Background: an optimization exercise with open tools, aiming at a short achievable clock period and few clock cycles per item. Do not read the settings as production practice.
In this exercise RTL edits were held to simulation tests only and were not proved equivalent to the original.
No activity file was given, so power comes from the tool's default toggle rates.

--- flow/config.mk ---
export PLATFORM = sky130hd
export DESIGN_NAME = rv32i_core
export DESIGN_NICKNAME = rv32i_core
export VERILOG_FILES = /design/flow/design.v
export SDC_FILE = /design/flow/constraint.sdc
export NUM_CORES = 4
export LEC_CHECK = 0
export CAP_MARGIN = 20
export CORE_MARGIN = 2
export CORE_UTILIZATION = 30
export PLACE_DENSITY = 0.35
export SETUP_SLACK_MARGIN = 3.0
export SLEW_MARGIN = 20
--- flow/constraint.sdc ---
create_clock -name core_clock -period 5.5 [get_ports {clk}]
set_input_delay 1.1000 -clock core_clock [delete_from_list [all_inputs] [get_ports {clk}]]
set_output_delay 1.1000 -clock core_clock [all_outputs]
set_load 0.01 [all_outputs]
--- flow/design.v ---
`timescale 1ns/1ps
`default_nettype none
package rv32i_pkg;
    typedef logic [31:0] word_t;
    typedef logic [4:0]  reg_idx_t;
    typedef logic [3:0]  byte_en_t;
    localparam logic [6:0] OP_REG   = 7'b0110011;
    localparam logic [6:0] OP_IMM   = 7'b0010011;
    localparam logic [6:0] OP_LUI   = 7'b0110111;
    localparam logic [6:0] OP_LOAD  = 7'b0000011;
    localparam logic [6:0] OP_STORE = 7'b0100011;
endpackage
`default_nettype wire
`timescale 1ns/1ps
`default_nettype none
module rv32i_core #(
    parameter rv32i_pkg::word_t RESET_PC = '0
) (
    input  logic                clk,
    input  logic                rst_n,
    output logic                instr_read,
    output rv32i_pkg::word_t    instr_addr,
    input  logic                instr_resp,
    input  rv32i_pkg::word_t    instr_rdata,
    output logic                data_read,
    output logic                data_write,
    output rv32i_pkg::byte_en_t data_mbe,
    output rv32i_pkg::word_t    data_addr,
    output rv32i_pkg::word_t    data_wdata,
    input  logic                data_resp,
    input  rv32i_pkg::word_t    data_rdata
);
    localparam int NF = 8;    
    localparam int NM = 4;    
    localparam logic [3:0] NFV = NF;
    localparam logic [2:0] NMV = NM;
    logic [29:0] pc_q;
    logic        ireq_q;
    logic        fetch_ok;
    logic [31:0] fq [NF];
    logic [2:0]  fq_rp;
    logic [2:0]  fq_wp;
    logic [3:0]  fq_cnt;
    logic [3:0]  fq_cnt_n;
    logic        fq_pop;
    logic        fq_push;
    logic        ir_valid;
    logic        ir_free;
    logic        issue;
    logic [31:0] w;
    assign instr_read = ireq_q;
    assign instr_addr = {pc_q, 2'b00};
    assign fetch_ok   = ireq_q && instr_resp;
    assign ir_free  = !ir_valid || issue;
    assign fq_pop   = ir_free && fq_cnt != 4'd0;
    assign fq_push  = fetch_ok && !(ir_free && fq_cnt == 4'd0);
    assign fq_cnt_n = fq_cnt + {3'b000, fq_push} - {3'b000, fq_pop};
    always_ff @(posedge clk) begin
        if (!rst_n) begin
            pc_q     <= RESET_PC[31:2];
            ireq_q   <= 1'b1;
            fq_rp    <= '0;
            fq_wp    <= '0;
            fq_cnt   <= '0;
            ir_valid <= 1'b0;
        end else begin
            if (fetch_ok) begin
                pc_q <= pc_q + 30'd1;
            end
            ireq_q <= fq_cnt_n < NFV;
            if (fq_push) begin
                fq_wp <= fq_wp + 3'd1;
            end
            if (fq_pop) begin
                fq_rp <= fq_rp + 3'd1;
            end
            fq_cnt <= fq_cnt_n;
            if (ir_free) begin
                ir_valid <= fq_cnt != 4'd0 || fetch_ok;
            end
        end
    end
    always_ff @(posedge clk) begin
        if (fetch_ok) begin
            fq[fq_wp] <= instr_rdata;
        end
    end
    assign w = (fq_cnt != 4'd0) ? fq[fq_rp] : instr_rdata;
    logic [4:0]  d_rs1, d_rs2, d_rd;
    logic        d_use1, d_use2, d_wr, d_ld, d_st, d_bimm, d_azero;
    logic [31:0] d_imm;
    logic        d_add, d_cmp, d_cmpu, d_xor, d_or, d_and, d_sll, d_sr, d_sub, d_sra;
    logic [2:0]  f3;
    assign f3 = w[14:12];
    always_comb begin
        d_rs1   = w[19:15];
        d_rs2   = w[24:20];
        d_rd    = w[11:7];
        d_use1  = 1'b0;
        d_use2  = 1'b0;
        d_wr    = 1'b0;
        d_ld    = 1'b0;
        d_st    = 1'b0;
        d_bimm  = 1'b0;
        d_azero = 1'b0;
        d_imm   = {{20{w[31]}}, w[31:20]};
        d_add   = 1'b0;
        d_cmp   = 1'b0;
        d_cmpu  = 1'b0;
        d_xor   = 1'b0;
        d_or    = 1'b0;
        d_and   = 1'b0;
        d_sll   = 1'b0;
        d_sr    = 1'b0;
        d_sub   = 1'b0;
        d_sra   = 1'b0;
        case (w[6:0])
            rv32i_pkg::OP_REG, rv32i_pkg::OP_IMM: begin
                d_use1 = 1'b1;
                d_use2 = w[6:0] == rv32i_pkg::OP_REG;
                d_bimm = w[6:0] == rv32i_pkg::OP_IMM;
                d_wr   = 1'b1;
                d_add  = f3 == 3'b000;
                d_sll  = f3 == 3'b001;
                d_cmp  = f3 == 3'b010 || f3 == 3'b011;
                d_cmpu = f3[0];
                d_xor  = f3 == 3'b100;
                d_sr   = f3 == 3'b101;
                d_or   = f3 == 3'b110;
                d_and  = f3 == 3'b111;
                d_sub  = (f3 == 3'b000 && w[30] && w[6:0] == rv32i_pkg::OP_REG) || f3 == 3'b010 || f3 == 3'b011;
                d_sra  = w[30];
            end
            rv32i_pkg::OP_LUI: begin
                d_wr    = 1'b1;
                d_bimm  = 1'b1;
                d_azero = 1'b1;
                d_add   = 1'b1;
                d_imm   = {w[31:12], 12'h000};
            end
            rv32i_pkg::OP_LOAD: begin
                d_use1 = 1'b1;
                d_wr   = 1'b1;
                d_ld   = 1'b1;
                d_bimm = 1'b1;
                d_add  = 1'b1;
            end
            rv32i_pkg::OP_STORE: begin
                d_use1 = 1'b1;
                d_use2 = 1'b1;
                d_st   = 1'b1;
                d_bimm = 1'b1;
                d_add  = 1'b1;
                d_imm  = {{20{w[31]}}, w[31:25], w[11:7]};
            end
            default: ;
        endcase
        if (w[11:7] == 5'd0) begin
            d_wr = 1'b0;
        end
    end
    logic [4:0]  ir_rs1, ir_rs2, ir_rd;
    logic [31:0] ir_rs1_oh, ir_rs2_oh, ir_rd_oh;
    logic        ir_use1, ir_use2, ir_wr, ir_ld, ir_st, ir_bimm, ir_azero;
    logic [31:0] ir_imm;
    logic [2:0]  ir_f3;
    logic        ir_add, ir_cmp, ir_cmpu, ir_xor, ir_or, ir_and, ir_sll, ir_sr, ir_sub, ir_sra;
    always_ff @(posedge clk) begin
        if (ir_free) begin
            ir_rs1    <= d_rs1;
            ir_rs2    <= d_rs2;
            ir_rd     <= d_rd;
            ir_rs1_oh <= 32'd1 << d_rs1;
            ir_rs2_oh <= 32'd1 << d_rs2;
            ir_rd_oh  <= 32'd1 << d_rd;
            ir_use1   <= d_use1;
            ir_use2   <= d_use2;
            ir_wr     <= d_wr;
            ir_ld     <= d_ld;
            ir_st     <= d_st;
            ir_bimm   <= d_bimm;
            ir_azero  <= d_azero;
            ir_imm    <= d_imm;
            ir_f3     <= f3;
            ir_add    <= d_add;
            ir_cmp    <= d_cmp;
            ir_cmpu   <= d_cmpu;
            ir_xor    <= d_xor;
            ir_or     <= d_or;
            ir_and    <= d_and;
            ir_sll    <= d_sll;
            ir_sr     <= d_sr;
            ir_sub    <= d_sub;
            ir_sra    <= d_sra;
        end
    end
    logic        e1_valid;
    logic [31:0] e1_a, e1_b, e1_s;
    logic [4:0]  e1_rd;
    logic        e1_wr, e1_ld, e1_st;
    logic [2:0]  e1_f3;
    logic        e1_add, e1_cmp, e1_cmpu, e1_xor, e1_or, e1_and, e1_sll, e1_sr, e1_sub, e1_sra;
    logic        e2_valid;
    logic [16:0] e2_lo;
    logic [16:0] e2_hi0, e2_hi1;
    logic [31:0] e2_oth;
    logic        e2_a31, e2_b31;
    logic [4:0]  e2_rd;
    logic        e2_wr, e2_ld, e2_st;
    logic [2:0]  e2_f3;
    logic        e2_add, e2_cmp, e2_cmpu;
    logic [3:0]  e2_mbe;
    logic [31:0] e2_wd;
    logic [31:0] res_q;
    logic [4:0]  res_rd;
    logic        res_we;
    logic [31:0] lr_q;
    logic [4:0]  lr_rd;
    logic        lr_we;
    logic [31:0] busy;
    logic        mq_ld   [NM];
    logic        mq_st   [NM];
    logic [29:0] mq_addr [NM];
    logic [1:0]  mq_off  [NM];
    logic [2:0]  mq_f3   [NM];
    logic [4:0]  mq_rd   [NM];
    logic        mq_wr   [NM];
    logic [3:0]  mq_mbe  [NM];
    logic [31:0] mq_wd   [NM];
    logic [2:0]  mq_cnt;
    logic [31:0] regs [32];
    always_ff @(posedge clk) begin
        if (!rst_n) begin
            for (int i = 0; i < 32; i++) begin
                regs[i] <= '0;
            end
        end else begin
            for (int i = 1; i < 32; i++) begin
                if (res_we && {27'd0, res_rd} == i) begin
                    regs[i] <= res_q;
                end else if (lr_we && {27'd0, lr_rd} == i) begin
                    regs[i] <= lr_q;
                end
            end
        end
    end
    logic [31:0] ex2_res;
    logic [31:0] sh;
    logic [31:0] ld_val;
    logic        e2_fwd;
    logic        e1_alu;
    logic        e1_mem, e2_mem;
    logic        haz1, haz2, waw;
    logic        ret, ret1, ret2;
    logic        room;
    logic [31:0] rf1, rf2, v1, v2;
    assign e1_alu = e1_valid && e1_wr && !e1_ld;
    assign e2_fwd = e2_valid && e2_wr && !e2_ld;
    assign e1_mem = e1_valid && (e1_ld || e1_st);
    assign e2_mem = e2_valid && (e2_ld || e2_st);
    assign ret   = mq_ld[0] && mq_wr[0];
    assign ret1  = ret && mq_rd[0] == ir_rs1;
    assign ret2  = ret && mq_rd[0] == ir_rs2;
    assign haz1 = ir_use1 && (((|(busy & ir_rs1_oh)) && !(ret1 && data_resp)) || (e1_alu && e1_rd == ir_rs1));
    assign haz2 = ir_use2 && (((|(busy & ir_rs2_oh)) && !(ret2 && data_resp)) || (e1_alu && e1_rd == ir_rs2));
    assign waw  = ir_wr && (|(busy & ir_rd_oh));
    assign room  = (mq_cnt + {2'b00, e1_mem} + {2'b00, e2_mem}) < NMV;
    assign issue = ir_valid && !haz1 && !haz2 && !waw && (!(ir_ld || ir_st) || room);
    always_comb begin
        rf1 = '0;
        rf2 = '0;
        for (int i = 1; i < 32; i++) begin
            rf1 = rf1 | ({32{ir_rs1_oh[i]}} & regs[i]);
            rf2 = rf2 | ({32{ir_rs2_oh[i]}} & regs[i]);
        end
        if (e2_fwd && e2_rd == ir_rs1) begin
            v1 = ex2_res;
        end else if (res_we && res_rd == ir_rs1) begin
            v1 = res_q;
        end else if (lr_we && lr_rd == ir_rs1) begin
            v1 = lr_q;
        end else if (ret1) begin
            v1 = ld_val;
        end else begin
            v1 = rf1;
        end
        if (e2_fwd && e2_rd == ir_rs2) begin
            v2 = ex2_res;
        end else if (res_we && res_rd == ir_rs2) begin
            v2 = res_q;
        end else if (lr_we && lr_rd == ir_rs2) begin
            v2 = lr_q;
        end else if (ret2) begin
            v2 = ld_val;
        end else begin
            v2 = rf2;
        end
    end
    always_ff @(posedge clk) begin
        if (!rst_n) begin
            e1_valid <= 1'b0;
            busy     <= '0;
        end else begin
            e1_valid <= issue && (ir_wr || ir_ld || ir_st);
            busy     <= (busy & ~busy_clr) | ((issue && ir_ld) ? (ir_rd_oh & ~32'd1) : 32'd0);
        end
    end
    always_ff @(posedge clk) begin
        e1_a    <= ir_azero ? 32'd0 : v1;
        e1_b    <= ir_bimm ? ir_imm : v2;
        e1_s    <= v2;
        e1_rd   <= ir_rd;
        e1_wr   <= ir_wr;
        e1_ld   <= ir_ld;
        e1_st   <= ir_st;
        e1_f3   <= ir_f3;
        e1_add  <= ir_add;
        e1_cmp  <= ir_cmp;
        e1_cmpu <= ir_cmpu;
        e1_xor  <= ir_xor;
        e1_or   <= ir_or;
        e1_and  <= ir_and;
        e1_sll  <= ir_sll;
        e1_sr   <= ir_sr;
        e1_sub  <= ir_sub;
        e1_sra  <= ir_sra;
    end
    logic [31:0] bx;
    logic [16:0] lo;
    logic [16:0] hi0, hi1;
    logic [31:0] sll_v, sr_v, oth;
    logic [32:0] sr_w;
    logic [31:0] st_data;
    logic [3:0]  st_mbe;
    assign bx    = e1_b ^ {32{e1_sub}};
    assign lo    = {1'b0, e1_a[15:0]} + {1'b0, bx[15:0]} + {16'd0, e1_sub};
    assign hi0   = {1'b0, e1_a[31:16]} + {1'b0, bx[31:16]};
    assign hi1   = {1'b0, e1_a[31:16]} + {1'b0, bx[31:16]} + 17'd1;
    assign sll_v = e1_a << e1_b[4:0];
    assign sr_w  = $signed({e1_sra && e1_a[31], e1_a}) >>> e1_b[4:0];
    assign sr_v  = sr_w[31:0];
    assign oth = ({32{e1_xor}} & (e1_a ^ e1_b))
               | ({32{e1_or}}  & (e1_a | e1_b))
               | ({32{e1_and}} & (e1_a & e1_b))
               | ({32{e1_sll}} & sll_v)
               | ({32{e1_sr}}  & sr_v);
    always_comb begin
        case (e1_f3[1:0])
            2'b00:   st_data = {4{e1_s[7:0]}};
            2'b01:   st_data = {2{e1_s[15:0]}};
            default: st_data = e1_s;
        endcase
        case (e1_f3[1:0])
            2'b00:   st_mbe = 4'b0001 << lo[1:0];
            2'b01:   st_mbe = 4'b0011 << lo[1:0];
            default: st_mbe = 4'b1111;
        endcase
    end
    always_ff @(posedge clk) begin
        if (!rst_n) begin
            e2_valid <= 1'b0;
        end else begin
            e2_valid <= e1_valid;
        end
    end
    always_ff @(posedge clk) begin
        e2_lo   <= lo;
        e2_hi0  <= hi0;
        e2_hi1  <= hi1;
        e2_oth  <= oth;
        e2_a31  <= e1_a[31];
        e2_b31  <= e1_b[31];
        e2_rd   <= e1_rd;
        e2_wr   <= e1_wr;
        e2_ld   <= e1_ld;
        e2_st   <= e1_st;
        e2_f3   <= e1_f3;
        e2_add  <= e1_add;
        e2_cmp  <= e1_cmp;
        e2_cmpu <= e1_cmpu;
        e2_mbe  <= st_mbe;
        e2_wd   <= st_data;
    end
    logic [31:0] sum;
    logic        cout;
    logic        lt;
    assign sum  = {e2_lo[16] ? e2_hi1[15:0] : e2_hi0[15:0], e2_lo[15:0]};
    assign cout = e2_lo[16] ? e2_hi1[16] : e2_hi0[16];
    assign lt   = e2_cmpu ? !cout : ((e2_a31 != e2_b31) ? e2_a31 : sum[31]);
    assign ex2_res = ({32{e2_add}} & sum)
                   | ({32{e2_cmp}} & {31'd0, lt})
                   | e2_oth;
    always_ff @(posedge clk) begin
        if (!rst_n) begin
            res_we <= 1'b0;
        end else begin
            res_we <= e2_fwd;
        end
    end
    always_ff @(posedge clk) begin
        res_q  <= ex2_res;
        res_rd <= e2_rd;
    end
    logic        mq_pop;
    logic        push_here   [NM];
    logic        push_behind [NM];
    logic [31:0] busy_clr;
    assign data_read  = mq_ld[0];
    assign data_write = mq_st[0];
    assign data_addr  = {mq_addr[0], 2'b00};
    assign data_mbe   = mq_mbe[0];
    assign data_wdata = mq_wd[0];
    assign mq_pop = (mq_ld[0] || mq_st[0]) && data_resp;
    always_comb begin
        for (int i = 0; i < NM; i++) begin
            push_here[i]   = e2_mem && {29'd0, mq_cnt} == i;
            push_behind[i] = e2_mem && {29'd0, mq_cnt} == i + 1;
        end
    end
    assign busy_clr = (mq_pop && mq_ld[0] && mq_wr[0]) ? (32'd1 << mq_rd[0]) : 32'd0;
    always_ff @(posedge clk) begin
        if (!rst_n) begin
            mq_cnt <= '0;
            for (int i = 0; i < NM; i++) begin
                mq_ld[i] <= 1'b0;
                mq_st[i] <= 1'b0;
            end
        end else begin
            mq_cnt <= mq_cnt + {2'b00, e2_mem} - {2'b00, mq_pop};
            for (int i = 0; i < NM; i++) begin
                if (mq_pop) begin
                    if (push_behind[i]) begin
                        mq_ld[i] <= e2_ld;
                        mq_st[i] <= e2_st;
                    end else if (i + 1 < NM) begin
                        mq_ld[i] <= mq_ld[(i + 1) % NM];
                        mq_st[i] <= mq_st[(i + 1) % NM];
                    end else begin
                        mq_ld[i] <= 1'b0;
                        mq_st[i] <= 1'b0;
                    end
                end else if (push_here[i]) begin
                    mq_ld[i] <= e2_ld;
                    mq_st[i] <= e2_st;
                end
            end
        end
    end
    always_ff @(posedge clk) begin
        for (int i = 0; i < NM; i++) begin
            if (mq_pop) begin
                if (push_behind[i]) begin
                    mq_addr[i] <= sum[31:2];
                    mq_off[i]  <= e2_lo[1:0];
                    mq_f3[i]   <= e2_f3;
                    mq_rd[i]   <= e2_rd;
                    mq_wr[i]   <= e2_wr;
                    mq_mbe[i]  <= e2_mbe;
                    mq_wd[i]   <= e2_wd;
                end else if (i + 1 < NM) begin
                    mq_addr[i] <= mq_addr[(i + 1) % NM];
                    mq_off[i]  <= mq_off[(i + 1) % NM];
                    mq_f3[i]   <= mq_f3[(i + 1) % NM];
                    mq_rd[i]   <= mq_rd[(i + 1) % NM];
                    mq_wr[i]   <= mq_wr[(i + 1) % NM];
                    mq_mbe[i]  <= mq_mbe[(i + 1) % NM];
                    mq_wd[i]   <= mq_wd[(i + 1) % NM];
                end
            end else if (push_here[i]) begin
                mq_addr[i] <= sum[31:2];
                mq_off[i]  <= e2_lo[1:0];
                mq_f3[i]   <= e2_f3;
                mq_rd[i]   <= e2_rd;
                mq_wr[i]   <= e2_wr;
                mq_mbe[i]  <= e2_mbe;
                mq_wd[i]   <= e2_wd;
            end
        end
    end
    assign sh = data_rdata >> {mq_off[0], 3'b000};
    always_comb begin
        case (mq_f3[0])
            3'b000:  ld_val = {{24{sh[7]}}, sh[7:0]};
            3'b001:  ld_val = {{16{sh[15]}}, sh[15:0]};
            3'b100:  ld_val = {24'd0, sh[7:0]};
            3'b101:  ld_val = {16'd0, sh[15:0]};
            default: ld_val = data_rdata;
        endcase
    end
    always_ff @(posedge clk) begin
        if (!rst_n) begin
            lr_we <= 1'b0;
        end else begin
            lr_we <= mq_pop && mq_ld[0] && mq_wr[0];
        end
    end
    always_ff @(posedge clk) begin
        lr_q  <= ld_val;
        lr_rd <= mq_rd[0];
    end
endmodule
`default_nettype wire
--- flow/run.sh ---
#!/bin/bash
# synth_recipe.tcl (not shown) runs the flow's synth.tcl, then flattens the netlist and writes it again
# the make line also repeats each setting of config.mk as NAME=value (left out here)
make -C /OpenROAD-flow-scripts/flow DESIGN_CONFIG=/design/flow/config.mk WORK_HOME=/design/flow/orfs CLKGATE_MAP_FILE= SYNTH_SCRIPT=/design/flow/synth_recipe.tcl finish
==> impl_metrics.csv <==
group,metric,value,unit
sta,timing.final.ws_setup,2.15,ns
setup_path,critical_path_depth,10,
place,numPortBuffers,166,
power,power_density_relative_to_cell_area,530,nW/um2
setup_path,ff2ff_path_depth,10,
floorplan,initial_core_util,0.302,
synthesis,synth_sequential_area_ratio,0.455,
floorplan,boundaryPins,171,
place,dp_worst_setup_slack,0.912,ns
setup_path,cells_traversed_along_the_worst_timing_path,"buf_4 > buf_8 > a22o_1 > a221oi_1 > nand4_1 > or3_1 > o311ai_0 > nand2_1 > o221a_2 > mux2_2",
sta,setup-tns-final,0,ns
synthesis,yosys.area.top_type,"sky130_fd_sc_hd__dfxtp_1",
sta,minimum_clock_period_after_layout,3.35,ns
finish,layout.area.seq,48700,um2
global_routing,first_global_vias,96458,
floorplan,floorplan.rows,218,
setup_path,critPathKind,"flip-flop to flip-flop",
synthesis,synth-main-ff-cell,"sky130_fd_sc_hd__dfxtp_1",
setup_path,critical_path_peak_fanout,17,
setup_path,critPathMaxStageDelay,0.54,ns
clock_tree,clockBufferDepth,4,
global_routing,antenna_violations_before_repair,80,
synthesis,async_flop_share,0,
synthesis,synth_top_cells_by_area,"sky130_fd_sc_hd__dfxtp_1 (29%), sky130_fd_sc_hd__edfxtp_1 (16%), sky130_fd_sc_hd__mux2i_1 (10%)",
hold_path,hold_path.class,"flip-flop to flip-flop",
setup_path,cp_data_arrival_time,4.15,ns
synthesis,synth_cells,10923,
routing,detail_route.drc_violations,0,
routing,wl_per_cell,42.8,um
setup_path,path_buf_inv,2,
clock_tree,cts-htree-levels,5,
sta,slew_violations,0,
clock_tree,cts_root_buf,"sky130_fd_sc_hd__clkbuf_16",
hold_path,worst_hold_path.num_cells,0,
clock_tree,cts_buffers,278,
status,outcome,"complete, no violations",
routing,wirelength,702000,um
setup_path,cp.required,6.30,ns
global_routing,gr-usage-all-layers,0.370,
clock_tree,tritoncts_clock_tree,"done",
floorplan,height_of_the_die,600,um
sta,maxClockFrequency,298,MHz
place,routabilityCongestion,0.899,
synthesis,ys.warnings.count,13,
finish,drive_gt1_frac,0.250,
clock_tree,register_clock_pin_slew_on_the_reported_worst_setup_and_hold_paths,0.05,ns
sta,finalSetupViolCount,0,
routing,drt_pass_1_iters,9,
finish,area_of_the_multi_input_gates,59100,um2
synthesis,postSynthRegisterBits,2137,
power,vdd_drop_max,0.348,mV
sta,tightest_slew,1.12,ns
sta,hold-worst-slack,0.324,ns
finish,area_growth_syn_to_layout,31.5,%
floorplan,core_region_area,353000,um2
routing,drt-vias-per-instance,6.46,
clock_tree,clock-sinks,2137,
floorplan,area_of_the_die,360000,um2
synthesis,synth_area,107000,um2
clock_tree,clock_latency,0.95,ns
setup_path,worst_setup_path_start_kind,"flip-flop",
setup_path,timing.critical_path.max_delay_family,"compound AO/OA/AOI/OAI gates",
routing,drtAntennaViolNets,0,
global_routing,grt_max_degree,133,
finish,nFillCells,34109,
synthesis,yosysTopAreaCellShare,0.294,
global_routing,globalRouteOverflowTotal,0,
setup_path,worst_path_max_delay_cell,"sky130_fd_sc_hd__or3_1",
clock_tree,cts-hold-fix-buffers,0,
sta,max_slew_margin,0.256,
power,power_leakage,0.0543,uW
setup_path,critPathCaptureType,"flip-flop",
global_routing,grt_first_pass_wirelength,908000,um
routing,drtIter0Drc,16039,
synthesis,average_instance_area_after_synthesis,9.76,um2
sta,timing.clock.skew,0.0563,ns
sta,rsz_0062_raised_after_global_routing,"true",
sta,hold_viol,0,
synthesis,synth.distinct_cells,88,
sta,post-route-period-util,0.609,
job,cap_violations,0,
floorplan,chipWidth,600,um
routing,routed-via-count,105976,
place,hpwl,367000,um
finish,final_net_count,11593,
synthesis,synth_enable_flop_cells,573,
-- repair_timing --
item / CTS / global route
setup endpoints to repair: 2076 / 1393
gates resized for setup: 1690 / 761
setup buffers: 507 / 241
hold endpoints to repair: 0 / 0
cloned: 97 / 16
pin swaps: 234 / 347
-- power breakdown --
group          internal (uW)  leakage, uW  switching (uW)  total (uW)
clock network          10800      0.00433            7770       18500
registers              19200       0.0184            2840       22000
logic                  11500       0.0316           22200       33700
-- cells in the mapped netlist, types with 108 or more instances --
cell type and number:
sky130_fd_sc_hd__a21oi_1 235, sky130_fd_sc_hd__dfxtp_1 1564, sky130_fd_sc_hd__o22ai_1 165, sky130_fd_sc_hd__a221oi_1 459, sky130_fd_sc_hd__nor2_1 1568, sky130_fd_sc_hd__nor3_1 120
sky130_fd_sc_hd__a22o_1 448, sky130_fd_sc_hd__nand2_1 618, sky130_fd_sc_hd__a211oi_1 1023, sky130_fd_sc_hd__o21ai_0 236, sky130_fd_sc_hd__ha_1 108, sky130_fd_sc_hd__mux2_2 131
sky130_fd_sc_hd__inv_1 133, sky130_fd_sc_hd__clkbuf_1 862, sky130_fd_sc_hd__nand4_1 155, sky130_fd_sc_hd__edfxtp_1 573, sky130_fd_sc_hd__buf_1 140, sky130_fd_sc_hd__mux2i_1 1117
sky130_fd_sc_hd__buf_2 153
-- cell type report --
| class | count | share of cell area |
|---|---|---|
| diodes | 45 | 0.000804 |
| clock buffers | 420 | 0.0580 |
| clock inverters | 66 | 0.00522 |
| inverters | 137 | 0.00449 |
| multi-input cells | 7497 | 0.422 |
| flip-flops and latches | 2137 | 0.348 |
| well taps | 4730 | 0.0422 |
| repair buffers | 1360 | 0.120 |
| repair inverters | 2 | 0.000125 |
-- layout by cell type (no fill, tap or decap), types with 110 or more instances in the layout --
master,instances
sky130_fd_sc_hd__edfxtp_1,573
sky130_fd_sc_hd__o21ai_0,179
sky130_fd_sc_hd__a221oi_1,317
sky130_fd_sc_hd__mux2_2,118
sky130_fd_sc_hd__a21oi_1,181
sky130_fd_sc_hd__nand4_1,155
sky130_fd_sc_hd__inv_1,110
sky130_fd_sc_hd__a22o_1,446
sky130_fd_sc_hd__buf_6,254
sky130_fd_sc_hd__clkbuf_16,298
sky130_fd_sc_hd__buf_12,206
sky130_fd_sc_hd__dfxtp_1,1476
sky130_fd_sc_hd__a211oi_1,1009
sky130_fd_sc_hd__a221oi_2,136
sky130_fd_sc_hd__buf_4,578
sky130_fd_sc_hd__nor2_1,1453
sky130_fd_sc_hd__nand2_1,534
sky130_fd_sc_hd__mux2i_1,1103
sky130_fd_sc_hd__o22ai_1,164
-- routing by layer --
| layer | track usage | up-vias | wire (um) |
|---|---|---|---|
| li1 | - | 42424 | - |
| met1 | 0.493 | 53404 | 287000 |
| met2 | 0.513 | 7873 | 280000 |
| met3 | 0.128 | 2231 | 84800 |
| met4 | 0.213 | 44 | 49200 |
| met5 | 0.00548 | - | 674 |
-- final timing paths --
check	startpoint	slack, ns	end
worst min-delay path	e1_add	0.32	e2_add
worst max-delay path	ir_rs2_oh[10]	2.15	e1_b[16]
worst max register to register	ir_rs2_oh[10]	2.15	e1_b[16]
worst min register to register	e1_add	0.32	e2_add
-- registers in the layout (all words and copies together), names as in the netlist, 120 cells and up, named ones only --
name	flops
regs	992
fq	256
mq_wd	128
mq_addr	120
-- cell families (layout without fill, tap and decap cells) --
logic type	Yosys count	count (layout)	share of synthesized area
AOI/OAI and AO/OA	3080	3080	0.218
xor gates and xnor gates	153	153	0.0126
adders and majority gates	112	112	0.0134
buffers and inverters	1327	1985	0.0497
DFF	2137	2137	0.455
muxes	1353	1353	0.141
other	1	49	0.0000352
and+or+nand+nor	2760	2795	0.110
-- stage by stage --
| stage | std cells | total power, uW | instance area (um2) | utilization |
|---|---|---|---|---|
| global route | 16356 | 75100 | 140000 | 0.396 |
| finish | 16394 | 74200 | 140000 | 0.397 |
| global placement | 14998 | 43100 | 113000 | 0.321 |
| detailed placement | 15002 | 43200 | 114000 | 0.321 |
| floorplan | 10926 | 31100 | 107000 | - |
| CTS | 16092 | 69200 | 134000 | 0.380 |
Testbench counts, summed over its fixed seeds: cycles 32,470, instrs 25,048.

separate check: timing with driven ports:
The flow's constraints put no driver on any port. The routed layout listed below was extracted and timed again, unchanged, in two steps.
Step 1, drivers: a clkbuf_16 drives clk and a buf_2 each remaining input, both assumed.
Step 2, shift: input delay + t, output delay - t, t = (earliest + latest rising clock arrival at the registers) / 2. This alone moves slack from input paths to output paths.
Three values: no drivers, after step 1, after step 2; two values: the first two.
t, ns: 1.029
setup WS [ns]: 2.149 / 2.149 / 1.628
slew at the worst register clock pin (ns): 0.07 / 0.07
After both steps setup and hold are still met in this run. The setup slack of this run moves by 0.000 ns with the drivers and by -0.521 ns with both steps.
